From an optimization exercise on the open Yosys and OpenROAD flow, aimed at small area, a short achievable clock period and few clock cycles; shortcuts taken in it are not production practice.
Only simulation tests tie the RTL to the original design; equivalence was not proved.
No activity file was given, so power comes from the tool's default toggle rates.

$ cat flow/run.sh
#!/bin/bash
# synth_recipe.tcl (not shown) runs the flow's synth.tcl, then flattens the netlist and writes it again
# the make line also repeats each setting of config.mk as NAME=value (left out here)
make -C /OpenROAD-flow-scripts/flow DESIGN_CONFIG=/design/flow/config.mk WORK_HOME=/design/flow/orfs CLKGATE_MAP_FILE= SYNTH_SCRIPT=/design/flow/synth_recipe.tcl finish
$ cat flow/design.v
`default_nettype none
package chip_pkg;
    typedef logic [32-1:0]  word_t;
    typedef logic [30-1:0] waddr_t;
    typedef logic [28-1:0] baddr_t;
    typedef logic [128-1:0]  line_t;
    typedef logic [25-1:0]   tag_t;
    typedef logic [4:0]          reg_idx_t;
    typedef enum logic [2:0] {
        alu_add,
        alu_sub,
        alu_and,
        alu_or,
        alu_slt
    } alu_op_t;
    typedef enum logic [1:0] {
        st_idle,
        st_compare,
        st_allocate,
        st_writeback
    } cache_state_t;
endpackage
`default_nettype wire
`timescale 1ns/10ps
`default_nettype none
module fetch_stage (
    input  logic             clk,
    input  logic             rst_n,
    input  logic             stall,
    input  logic             branch_taken,
    input  chip_pkg::waddr_t branch_target,
    output logic             ic_ren,
    output logic             ic_wen,
    output chip_pkg::waddr_t ic_addr,
    output chip_pkg::word_t  ic_wdata,
    input  chip_pkg::word_t  ic_rdata,
    output chip_pkg::waddr_t if_pc,
    output chip_pkg::word_t  if_inst
);
    chip_pkg::waddr_t pc;   
    assign ic_ren   = 1'b1;
    assign ic_wen   = 1'b0;
    assign ic_addr  = pc;
    assign ic_wdata = '0;
    always_ff @(posedge clk or negedge rst_n) begin
        if (!rst_n) begin
            pc      <= '0;
            if_pc   <= '0;
            if_inst <= '0;   
        end else if (!stall) begin
            pc      <= branch_taken ? branch_target : pc + 1'b1;
            if_pc   <= pc;
            if_inst <= ic_rdata;
        end
    end
endmodule
`default_nettype wire
`timescale 1ns/10ps
`default_nettype none
module decode_stage (
    input  logic               clk,
    input  logic               rst_n,
    input  logic               stall,
    input  chip_pkg::waddr_t   if_pc,
    input  chip_pkg::word_t    if_inst,
    input  logic               wb_wen,
    input  chip_pkg::reg_idx_t wb_reg,
    input  chip_pkg::word_t    wb_data,
    output logic               ie_reg_write,
    output logic               ie_mem_to_reg,
    output logic               ie_branch,
    output logic               ie_mem_read,
    output logic               ie_mem_write,
    output logic               ie_reg_dst,
    output logic               ie_alu_src,
    output logic [1:0]         ie_alu_class,
    output chip_pkg::waddr_t   ie_pc,
    output chip_pkg::word_t    ie_rdata1,
    output chip_pkg::word_t    ie_rdata2,
    output chip_pkg::word_t    ie_imm,
    output chip_pkg::reg_idx_t ie_rt,
    output chip_pkg::reg_idx_t ie_rd
);
    chip_pkg::word_t      regs [0:31];
    logic [5:0] opcode;
    chip_pkg::reg_idx_t   rs, rt, rd;
    logic       reg_write, mem_to_reg, branch, mem_read, mem_write, reg_dst, alu_src;
    logic [1:0] alu_class;
    assign opcode = if_inst[31:26];
    assign rs     = if_inst[25:21];
    assign rt     = if_inst[20:16];
    assign rd     = if_inst[15:11];
    always_comb begin
        {reg_write, mem_to_reg, branch, mem_read, mem_write, reg_dst, alu_src} = '0;
        alu_class = 2'd0;
        case (opcode)
            6'b000000: begin
                reg_write = 1'b1;
                reg_dst   = 1'b1;
                alu_class = 2'd2;
            end
            6'b100011: begin
                reg_write  = 1'b1;
                mem_to_reg = 1'b1;
                mem_read   = 1'b1;
                alu_src    = 1'b1;
            end
            6'b101011: begin
                mem_write = 1'b1;
                alu_src   = 1'b1;
            end
            6'b000100: begin
                branch    = 1'b1;
                alu_class = 2'd1;   
            end
            default: ;   
        endcase
    end
    always_ff @(posedge clk) begin
        if (!stall && wb_wen) begin
            regs[wb_reg] <= wb_data;
        end
    end
    always_ff @(posedge clk or negedge rst_n) begin
        if (!rst_n) begin
            {ie_reg_write, ie_mem_to_reg, ie_branch} <= '0;
            {ie_mem_read, ie_mem_write, ie_reg_dst, ie_alu_src} <= '0;
            ie_alu_class <= 2'd0;
        end else if (!stall) begin
            {ie_reg_write, ie_mem_to_reg, ie_branch} <= {reg_write, mem_to_reg, branch};
            {ie_mem_read, ie_mem_write} <= {mem_read, mem_write};
            {ie_reg_dst, ie_alu_src}    <= {reg_dst, alu_src};
            ie_alu_class <= alu_class;
        end
    end
    always_ff @(posedge clk) begin
        if (!stall) begin
            ie_pc     <= if_pc;
            ie_rdata1 <= (rs == '0) ? '0 : regs[rs];   
            ie_rdata2 <= (rt == '0) ? '0 : regs[rt];
            ie_imm    <= {{16{if_inst[15]}}, if_inst[15:0]};
            ie_rt     <= rt;
            ie_rd     <= rd;
        end
    end
endmodule
`default_nettype wire
`timescale 1ns/10ps
`default_nettype none
module execute_stage (
    input  logic               clk,
    input  logic               rst_n,
    input  logic               stall,
    input  logic               ie_reg_write,
    input  logic               ie_mem_to_reg,
    input  logic               ie_branch,
    input  logic               ie_mem_read,
    input  logic               ie_mem_write,
    input  logic               ie_reg_dst,
    input  logic               ie_alu_src,
    input  logic [1:0]         ie_alu_class,
    input  chip_pkg::waddr_t   ie_pc,
    input  chip_pkg::word_t    ie_rdata1,
    input  chip_pkg::word_t    ie_rdata2,
    input  chip_pkg::word_t    ie_imm,
    input  chip_pkg::reg_idx_t ie_rt,
    input  chip_pkg::reg_idx_t ie_rd,
    output logic               em_reg_write,
    output logic               em_mem_to_reg,
    output logic               em_branch,
    output logic               em_mem_read,
    output logic               em_mem_write,
    output chip_pkg::waddr_t   em_target,
    output logic               em_zero,
    output chip_pkg::word_t    em_result,
    output chip_pkg::word_t    em_store_data,
    output chip_pkg::reg_idx_t em_dest
);
    chip_pkg::alu_op_t alu_op;
    chip_pkg::word_t   op_b;
    chip_pkg::word_t   diff;
    chip_pkg::word_t   result;
    always_comb begin
        case (ie_alu_class)
            2'd0: alu_op = chip_pkg::alu_add;   
            2'd1: alu_op = chip_pkg::alu_sub;   
            default: begin
                case (ie_imm[5:0])
                    6'b100000: alu_op = chip_pkg::alu_add;
                    6'b100010: alu_op = chip_pkg::alu_sub;
                    6'b100101:  alu_op = chip_pkg::alu_or;
                    6'b101010: alu_op = chip_pkg::alu_slt;
                    default: alu_op = chip_pkg::alu_and;   
                endcase
            end
        endcase
    end
    assign op_b = ie_alu_src ? ie_imm : ie_rdata2;
    assign diff = ie_rdata1 - op_b;
    always_comb begin
        case (alu_op)
            chip_pkg::alu_add: result = ie_rdata1 + op_b;
            chip_pkg::alu_sub: result = diff;
            chip_pkg::alu_and: result = ie_rdata1 & op_b;
            chip_pkg::alu_or:  result = ie_rdata1 | op_b;
            default: result = chip_pkg::word_t'($signed(ie_rdata1) < $signed(op_b));   
        endcase
    end
    always_ff @(posedge clk or negedge rst_n) begin
        if (!rst_n) begin
            {em_reg_write, em_mem_to_reg, em_branch} <= '0;
            {em_mem_read, em_mem_write} <= '0;
        end else if (!stall) begin
            {em_reg_write, em_mem_to_reg} <= {ie_reg_write, ie_mem_to_reg};
            {em_branch, em_mem_read, em_mem_write} <=
                {ie_branch, ie_mem_read, ie_mem_write};
        end
    end
    always_ff @(posedge clk) begin
        if (!stall) begin
            em_target     <= ie_pc + 1'b1 + ie_imm[30-1:0];   
            em_zero       <= (diff == '0);
            em_result     <= result;
            em_store_data <= ie_rdata2;
            em_dest       <= ie_reg_dst ? ie_rd : ie_rt;
        end
    end
endmodule
`default_nettype wire
`timescale 1ns/10ps
`default_nettype none
module memory_stage (
    input  logic               clk,
    input  logic               rst_n,
    input  logic               stall,
    input  logic               em_reg_write,
    input  logic               em_mem_to_reg,
    input  logic               em_branch,
    input  logic               em_mem_read,
    input  logic               em_mem_write,
    input  chip_pkg::waddr_t   em_target,
    input  logic               em_zero,
    input  chip_pkg::word_t    em_result,
    input  chip_pkg::word_t    em_store_data,
    input  chip_pkg::reg_idx_t em_dest,
    output logic               dc_ren,
    output logic               dc_wen,
    output chip_pkg::waddr_t   dc_addr,
    output chip_pkg::word_t    dc_wdata,
    input  chip_pkg::word_t    dc_rdata,
    output logic               branch_taken,
    output chip_pkg::waddr_t   branch_target,
    output logic               wb_wen,
    output chip_pkg::reg_idx_t wb_reg,
    output chip_pkg::word_t    wb_data
);
    logic  mw_reg_write, mw_mem_to_reg;
    chip_pkg::word_t mw_load_data, mw_result;
    assign dc_ren   = em_mem_read;
    assign dc_wen   = em_mem_write;
    assign dc_addr  = em_result[30-1:0];
    assign dc_wdata = em_store_data;
    assign branch_taken  = em_branch & em_zero;
    assign branch_target = em_target;
    always_ff @(posedge clk or negedge rst_n) begin
        if (!rst_n) begin
            mw_reg_write  <= 1'b0;
            mw_mem_to_reg <= 1'b0;
        end else if (!stall) begin
            mw_reg_write  <= em_reg_write;
            mw_mem_to_reg <= em_mem_to_reg;
        end
    end
    always_ff @(posedge clk) begin
        if (!stall) begin
            mw_load_data <= dc_rdata;   
            mw_result    <= em_result;
            wb_reg       <= em_dest;
        end
    end
    assign wb_wen  = mw_reg_write;
    assign wb_data = mw_mem_to_reg ? mw_load_data : mw_result;
endmodule
`default_nettype wire
`timescale 1ns/10ps
`default_nettype none
module cache #(
    parameter bit WRITABLE = 1'b1   
) (
    input  logic             clk,
    input  logic             rst_n,
    input  logic             proc_ren,
    input  logic             proc_wen,
    input  chip_pkg::waddr_t proc_addr,
    input  chip_pkg::word_t  proc_wdata,
    output chip_pkg::word_t  proc_rdata,
    output logic             proc_stall,   
    output logic             mem_read,
    output logic             mem_write,
    output chip_pkg::baddr_t mem_addr,
    output chip_pkg::line_t  mem_wdata,
    input  chip_pkg::line_t  mem_rdata,
    input  logic             mem_ready
);
    localparam int IDX_W = $clog2(8);
    chip_pkg::line_t                data_q [0:8-1];
    chip_pkg::tag_t                 tag_q  [0:8-1];
    logic [8-1:0] valid_q;
    logic [8-1:0] dirty_q;
    chip_pkg::cache_state_t         state, state_nxt;
    chip_pkg::tag_t             tag_in;
    logic [IDX_W-1:0] idx;
    logic [1:0]       offset;
    logic             wr, req, hit, victim_dirty;
    logic                       line_we;
    chip_pkg::line_t            line_wd;
    chip_pkg::line_t            line, line_wr;
    assign {tag_in, idx, offset} = proc_addr;
    assign wr   = WRITABLE && proc_wen;
    assign req  = proc_ren || wr;
    assign line = data_q[idx];
    assign hit  = valid_q[idx] && (tag_q[idx] == tag_in);
    assign victim_dirty = WRITABLE && valid_q[idx] && dirty_q[idx];
    assign proc_stall = req && !(state == chip_pkg::st_compare && hit);
    assign proc_rdata = line[offset*32 +: 32];
    always_comb begin
        line_wr = line;
        line_wr[offset*32 +: 32] = proc_wdata;   
    end
    always_comb begin
        state_nxt = state;
        case (state)
            chip_pkg::st_idle:      if (req) state_nxt = chip_pkg::st_compare;
            chip_pkg::st_compare: begin
                if (!req)              state_nxt = chip_pkg::st_idle;
                else if (hit)          state_nxt = chip_pkg::st_compare;
                else if (victim_dirty) state_nxt = chip_pkg::st_writeback;
                else                   state_nxt = chip_pkg::st_allocate;
            end
            chip_pkg::st_allocate:  if (mem_ready) state_nxt = chip_pkg::st_compare;
            chip_pkg::st_writeback: if (mem_ready) state_nxt = chip_pkg::st_allocate;
            default:      state_nxt = chip_pkg::st_idle;
        endcase
    end
    always_ff @(posedge clk or negedge rst_n) begin
        if (!rst_n) begin
            state     <= chip_pkg::st_idle;
            mem_read  <= 1'b0;
            mem_write <= 1'b0;
            valid_q   <= '0;
            dirty_q   <= '0;
        end else begin
            state     <= state_nxt;
            mem_read  <= (state_nxt == chip_pkg::st_allocate);   
            mem_write <= WRITABLE && (state_nxt == chip_pkg::st_writeback);
            if (state == chip_pkg::st_allocate && mem_ready) begin
                valid_q[idx] <= 1'b1;
                dirty_q[idx] <= 1'b0;
            end else if (state == chip_pkg::st_compare && hit && wr) begin
                dirty_q[idx] <= 1'b1;
            end
        end
    end
    assign line_we = (state == chip_pkg::st_allocate && mem_ready) ||
                     (state == chip_pkg::st_compare && hit && wr);
    assign line_wd = (state == chip_pkg::st_allocate && mem_ready) ? mem_rdata : line_wr;
    always_ff @(posedge clk) begin
        if (line_we) begin
            data_q[idx] <= line_wd;
        end
        if (state == chip_pkg::st_allocate && mem_ready) begin
            tag_q[idx] <= tag_in;
        end
        if (WRITABLE && state_nxt == chip_pkg::st_writeback) begin
            mem_addr <= {tag_q[idx], idx};   
        end else begin
            mem_addr <= {tag_in, idx};
        end
        mem_wdata <= WRITABLE ? line : '0;
    end
endmodule
`default_nettype wire
`timescale 1ns/10ps
`default_nettype none
module chip_top (
    input  logic             clk,
    input  logic             rst_n,
    output logic             mem_read_i,
    output logic             mem_write_i,
    output chip_pkg::baddr_t mem_addr_i,
    output chip_pkg::line_t  mem_wdata_i,
    input  chip_pkg::line_t  mem_rdata_i,
    input  logic             mem_ready_i,
    output logic             mem_read_d,
    output logic             mem_write_d,
    output chip_pkg::baddr_t mem_addr_d,
    output chip_pkg::line_t  mem_wdata_d,
    input  chip_pkg::line_t  mem_rdata_d,
    input  logic             mem_ready_d,
    output chip_pkg::waddr_t dcache_addr,
    output chip_pkg::word_t  dcache_wdata,
    output logic             dcache_wen
);
    logic     ic_ren, ic_wen, ic_stall;
    chip_pkg::waddr_t   ic_addr;
    chip_pkg::word_t    ic_wdata, ic_rdata;
    logic     dc_ren, dc_wen, dc_stall;
    chip_pkg::waddr_t   dc_addr;
    chip_pkg::word_t    dc_wdata, dc_rdata;
    logic     ie_reg_write, ie_mem_to_reg, ie_branch, ie_mem_read, ie_mem_write;
    logic     ie_reg_dst, ie_alu_src;
    logic [1:0] ie_alu_class;
    chip_pkg::waddr_t   ie_pc;
    chip_pkg::word_t    ie_rdata1, ie_rdata2, ie_imm;
    chip_pkg::reg_idx_t ie_rt, ie_rd;
    logic     em_reg_write, em_mem_to_reg, em_branch, em_mem_read, em_mem_write, em_zero;
    chip_pkg::waddr_t   em_target;
    chip_pkg::word_t    em_result, em_store_data;
    chip_pkg::reg_idx_t em_dest;
    logic     stall;
    logic     branch_taken;
    chip_pkg::waddr_t   branch_target;
    chip_pkg::waddr_t   if_pc;
    chip_pkg::word_t    if_inst;
    logic     wb_wen;
    chip_pkg::reg_idx_t wb_reg;
    chip_pkg::word_t    wb_data;
    assign stall = ic_stall | dc_stall;   
    assign dcache_addr  = dc_addr;
    assign dcache_wdata = dc_wdata;
    assign dcache_wen   = dc_wen;
    fetch_stage u_fetch (
        .clk(clk), .rst_n(rst_n), .stall(stall),
        .branch_taken(branch_taken), .branch_target(branch_target),
        .ic_ren(ic_ren), .ic_wen(ic_wen), .ic_addr(ic_addr), .ic_wdata(ic_wdata),
        .ic_rdata(ic_rdata), .if_pc(if_pc), .if_inst(if_inst)
    );
    decode_stage u_decode (
        .clk(clk), .rst_n(rst_n), .stall(stall), .if_pc(if_pc), .if_inst(if_inst),
        .wb_wen(wb_wen), .wb_reg(wb_reg), .wb_data(wb_data),
        .ie_reg_write(ie_reg_write), .ie_mem_to_reg(ie_mem_to_reg), .ie_branch(ie_branch),
        .ie_mem_read(ie_mem_read), .ie_mem_write(ie_mem_write), .ie_reg_dst(ie_reg_dst),
        .ie_alu_src(ie_alu_src), .ie_alu_class(ie_alu_class), .ie_pc(ie_pc),
        .ie_rdata1(ie_rdata1), .ie_rdata2(ie_rdata2), .ie_imm(ie_imm),
        .ie_rt(ie_rt), .ie_rd(ie_rd)
    );
    execute_stage u_execute (
        .clk(clk), .rst_n(rst_n), .stall(stall),
        .ie_reg_write(ie_reg_write), .ie_mem_to_reg(ie_mem_to_reg), .ie_branch(ie_branch),
        .ie_mem_read(ie_mem_read), .ie_mem_write(ie_mem_write), .ie_reg_dst(ie_reg_dst),
        .ie_alu_src(ie_alu_src), .ie_alu_class(ie_alu_class), .ie_pc(ie_pc),
        .ie_rdata1(ie_rdata1), .ie_rdata2(ie_rdata2), .ie_imm(ie_imm),
        .ie_rt(ie_rt), .ie_rd(ie_rd),
        .em_reg_write(em_reg_write), .em_mem_to_reg(em_mem_to_reg), .em_branch(em_branch),
        .em_mem_read(em_mem_read), .em_mem_write(em_mem_write), .em_target(em_target),
        .em_zero(em_zero), .em_result(em_result), .em_store_data(em_store_data),
        .em_dest(em_dest)
    );
    memory_stage u_memory (
        .clk(clk), .rst_n(rst_n), .stall(stall),
        .em_reg_write(em_reg_write), .em_mem_to_reg(em_mem_to_reg), .em_branch(em_branch),
        .em_mem_read(em_mem_read), .em_mem_write(em_mem_write), .em_target(em_target),
        .em_zero(em_zero), .em_result(em_result), .em_store_data(em_store_data),
        .em_dest(em_dest),
        .dc_ren(dc_ren), .dc_wen(dc_wen), .dc_addr(dc_addr), .dc_wdata(dc_wdata),
        .dc_rdata(dc_rdata),
        .branch_taken(branch_taken), .branch_target(branch_target),
        .wb_wen(wb_wen), .wb_reg(wb_reg), .wb_data(wb_data)
    );
    cache #(.WRITABLE(1'b0)) i_cache (
        .clk(clk), .rst_n(rst_n),
        .proc_ren(ic_ren), .proc_wen(ic_wen), .proc_addr(ic_addr), .proc_wdata(ic_wdata),
        .proc_rdata(ic_rdata), .proc_stall(ic_stall),
        .mem_read(mem_read_i), .mem_write(mem_write_i), .mem_addr(mem_addr_i),
        .mem_wdata(mem_wdata_i), .mem_rdata(mem_rdata_i), .mem_ready(mem_ready_i)
    );
    cache #(.WRITABLE(1'b1)) d_cache (
        .clk(clk), .rst_n(rst_n),
        .proc_ren(dc_ren), .proc_wen(dc_wen), .proc_addr(dc_addr), .proc_wdata(dc_wdata),
        .proc_rdata(dc_rdata), .proc_stall(dc_stall),
        .mem_read(mem_read_d), .mem_write(mem_write_d), .mem_addr(mem_addr_d),
        .mem_wdata(mem_wdata_d), .mem_rdata(mem_rdata_d), .mem_ready(mem_ready_d)
    );
endmodule
`default_nettype wire
$ cat flow/config.mk
export PLATFORM = sky130hd
export DESIGN_NAME = chip_top
export DESIGN_NICKNAME = chip_top
export VERILOG_FILES = /design/flow/design.v
export SDC_FILE = /design/flow/constraint.sdc
export NUM_CORES = 4
export LEC_CHECK = 0
export CAP_MARGIN = 20
export CORE_MARGIN = 2
export CORE_UTILIZATION = 40
export SLEW_MARGIN = 20
$ cat flow/constraint.sdc
create_clock -name core_clock -period 7.5 [get_ports {clk}]
set_input_delay 1.5000 -clock core_clock [delete_from_list [all_inputs] [get_ports {clk}]]
set_output_delay 1.5000 -clock core_clock [all_outputs]
set_load 0.01 [all_outputs]
==> results by group <==
Run status
  • Status: finished clean

Timing
  • Final min period: 5.815 ns
  • Setup-failing EPs final: 0
  • Final worst-path cycle share: 0.7753
  • FMAX: 172.0 MHz
  • Final worst setup slack: 1.685 ns
  • Transition time at the pin with the least slew margin: 1.160 ns
  • Clock Skew: 0.1003 ns
  • Max-slew violation count: 0
  • Setup TNS: 0 ns
  • Unrepaired setup endpoints after global routing: no
  • Slew headroom: 0.2257
  • Final hold vios: 0

Synthesis
  • Synth top area cells: edfxtp_1 67%, mux4_2 12%, dfxtp_1 2.2%
  • Mapped Area: 169100 µm²
  • Ys Warns: 6
  • Distinct cells, synth: 81
  • Synth Instances: 9447
  • Ys flop type: edfxtp_1
  • Most frequent cell after synthesis: edfxtp_1
  • Commonest cells in the netlist: 3756 x edfxtp_1, 872 x mux4_2, 588 x nor2_1, 420 x clkbuf_1, 351 x a21oi_1
  • Yosys reg bits: 4079
  • Async set-reset flop share out of synthesis: 0.03334
  • Post-synth top area share: 0.6669
  • Cell taking the most area after synthesis: edfxtp_1
  • Post-synth EDFFs: 3756
  • Sequential fraction of the synthesis area: 0.7092
  • Avg Cell Area, Syn: 17.90 µm²

Clocking
  • Max Buffers Root-to-Sink: 4
  • Num CTS Buffers: 406
  • Insertion delay of the later-clocked pin in the worst-skew pair: 1.00 ns
  • # resized after CTS: 0
  • CTS H-tree lvls: 5
  • Setup Buffers After CTS: 0
  • Root Buffer: clkbuf_16
  • Worst-path clk slew: 0.06 ns
  • TritonCTS clock tree: yes
  • Hold buffer count at CTS: 0
  • Clock sink count: 4079

Pwr
  • Maximum vdd drop: 0.0002252 V
  • Switching power total: 9.393 mW
  • Sequential share of power: 0.537
  • Leakage Power: 62.16 nW
  • Pwr Density: 236.5 nW/µm²
  • Switching share of total power: 0.2034
  • Power share of the clock group: 0.445
  • Comb pwr share: 0.018
  • Tot Pwr: 46.18 mW
  • Int Power: 36.79 mW

Setup path
  • CP endpoint kind: flip-flop
  • Crit path kind: reg -> reg
  • Slowest stage cell on the critical path: dfxtp_4
  • Reg2reg end: d_cache.data_q[3][99]
  • Crit path cell chain: buf_4 > mux4_2 > mux2i_1 > xnor2_1 > nor4_1 > nand2_1 > nor3_1 > a21oi_1 > nand2b_1 > nor2_4 > buf_12
  • Reg2reg setup slack: 1.69 ns
  • Setup crit start kind: flip-flop
  • Crit-path max FO: 44
  • Crit-path max cell delay: 0.93 ns
  • WP data required: 8.12 ns
  • Cell count of the worst reg-to-reg path: 11
  • Worst EP arrival: 6.44 ns

Route
  • DRC viols: 0
  • Final WL: 506600 µm
  • First-iteration detailed-routing DRC count: 11752
  • Detailed-route via count: 96158
  • Drt pass-1 iters: 6
  • Wirelength per Cell: 31.60 µm
  • DRT antenna net count: 0
  • Vias per cell: 5.998

Cells and area
  • FF+latch area: 120000 µm²
  • Fill count: 35204
  • Syn-to-layout area delta: 15.46%
  • Multi-input gate area: 46260 µm²
  • Final instance area: 195300 µm²
  • Top flop regs: d_cache.data_q: 1024 flops, i_cache.data_q: 1024 flops, u_decode.regs: 1024 flops
  • Layout cell share with drive strength beyond 1: 0.2111
  • Final nets: 10427
  • Finished Core Util: 0.4644

GRT
  • First-pass GRT wire length: 713000 µm
  • Pin count of the biggest net entering global routing: 164
  • Total grt overflow: 0
  • GRT Util Overall: 0.2302
  • Vias in the first global route: 94212
  • Antenna violations before repair: 78

Placed design
  • Pre-CTS setup slack: 1.630 ns
  • Routability cong.: 0.9132
  • Dpl hpwl: 318500 µm
  • Placed cell areas: 181700 µm²
  • IO Port Bufs: 509

Floorplan
  • Die width: 654.2 µm
  • Die height: 654.2 µm
  • Core area: 420500 µm²
  • Die footprint: 428000 µm²
  • IO Pins: 639
  • Starting Density: 0.4022
  • Rows: 238

Worst hold path
  • Hold path depth: 0
  • Hold Crit Start: u_fetch.if_pc[24]
  • Hold Path Class: reg -> reg
  • Hold worst-path end: u_decode.ie_pc[24]

Run
  • Max cap viols: 0
[metal layers]
layer  GRT usage  part of all wire  vias up
met5           0           0.00047        -
met4     0.06673             0.030       38
met3     0.05026             0.099      725
met2      0.3553              0.46     4828
met1      0.3287              0.41    50959
li1            -                 -    39608
[area by class of cell]
| cell class | count | share of cell area |
|---|---|---|
| Sequential cell | 4079 | 0.6145 |
| Multi-Input combinational cell | 4619 | 0.2369 |
| Clock buffer | 528 | 0.05630 |
| Timing Repair Buffer | 788 | 0.04078 |
| Tap cell | 5640 | 0.03614 |
| Clock inverter | 233 | 0.01267 |
| Inverter | 123 | 0.002364 |
| Antenna cell | 21 | 0.0002691 |
[power groups by stage]
stage               combinational [mW]  sequential, mW  clock (mW)
floorplan                        0.391            25.3           0
global placement                 0.814            25.3           0
detailed placement               0.821            25.3           0
CTS                              0.826            24.8        20.9
global route                     0.885            24.8        21.7
finish                           0.830            24.8        20.5
[worst max-delay path: cells and delay by family, from the launching register on]
family                 cells  cell delay, ns
AND/OR/NAND/NOR            5            2.24
flip-flops                 1            0.93
buffers and inverters      2            0.80
multiplexers               2            0.79
AO/OA/AOI/OAI              1            0.43
XOR/XNOR                   1            0.21
[cell families (layout without fill, tap and decap cells)]
| logic type | Yosys count | after routing | share of synthesized area |
|---|---|---|---|
| other cells | 1 | 150 | 0.00002217 |
| buf+inv | 877 | 1672 | 0.02362 |
| mux | 1455 | 1455 | 0.1529 |
| compound gates | 1563 | 1563 | 0.06464 |
| simple gates | 1219 | 1219 | 0.03309 |
| flops | 4079 | 4079 | 0.7092 |
| fa+ha+maj | 150 | 150 | 0.01123 |
| xor+xnor | 103 | 103 | 0.005334 |
[per-stage QoR]
step	hold WS, ns	instances
6_report	0.4179	16031
2_1_floorplan	0.3422	9575
3_3_place_gp	0.4051	15247
5_1_grt	0.4227	16021
3_5_place_dp	0.4064	15248
4_1_cts	0.4084	16009
[how the worst max path moves through the flow]
stage                              to  slack (ns)  cells past startpoint
2_1_floorplan    i_cache.data_q[0][0]       -1.63                      2
3_3_place_gp    d_cache.data_q[3][75]        1.59                     11
3_5_place_dp   d_cache.data_q[3][122]        1.63                     11
4_1_cts         d_cache.data_q[3][99]        1.60                     11
5_1_grt         d_cache.data_q[3][65]        1.34                     11
6_report        d_cache.data_q[3][99]        1.69                     11
[cell usage in the layout, fill, tap and decap left out, types with 56 or more instances in the layout]
cell type and n:
nor3_1 59, xnor2_1 79, ha_1 147, edfxtp_1 3756, dfrtp_1 120, nand2_1 195, a21oi_1 351, clkinv_1 78
o22ai_1 112, a221oi_1 269, conb_1 129, o21ai_0 167, nor2_1 538, buf_12 60, a22oi_1 222, clkinv_2 72
nand4_1 69, mux2i_1 274, dfxtp_1 184, a31oi_1 56, mux4_2 872, clkbuf_16 410, clkdlybuf4s50_1 508, buf_4 218
a22o_1 99, inv_1 119, mux2_2 308, clkbuf_1 89, nand3_1 77
Testbench counts, summed over its fixed seeds: cycles 95,469.

what the ideal ports hide:
No port has a modelled driver above. Below, the same layout with a new extraction and two added sets of constraints. Step 1: set_driving_cell puts a clkbuf_16 on clk and a buf_2 on each other input, an assumption about the parent block. Step 2, shift: input delay + t, output delay - t, t = (earliest + latest rising clock arrival at the registers) / 2. This alone moves slack from input paths to output paths. Slacks: no drivers / after step 1 / after step 2; pairs: no drivers / after step 1.
shift t [ns]: 1.066
slack for setup (ns): 1.685 / 1.685 / 1.685
hold slack, ns: 0.418 / 0.418 / 0.418
After both steps setup and hold are still met in this run. For this run, drivers alone change the setup slack by 0.000 ns; drivers and shift together by 0.000 ns.
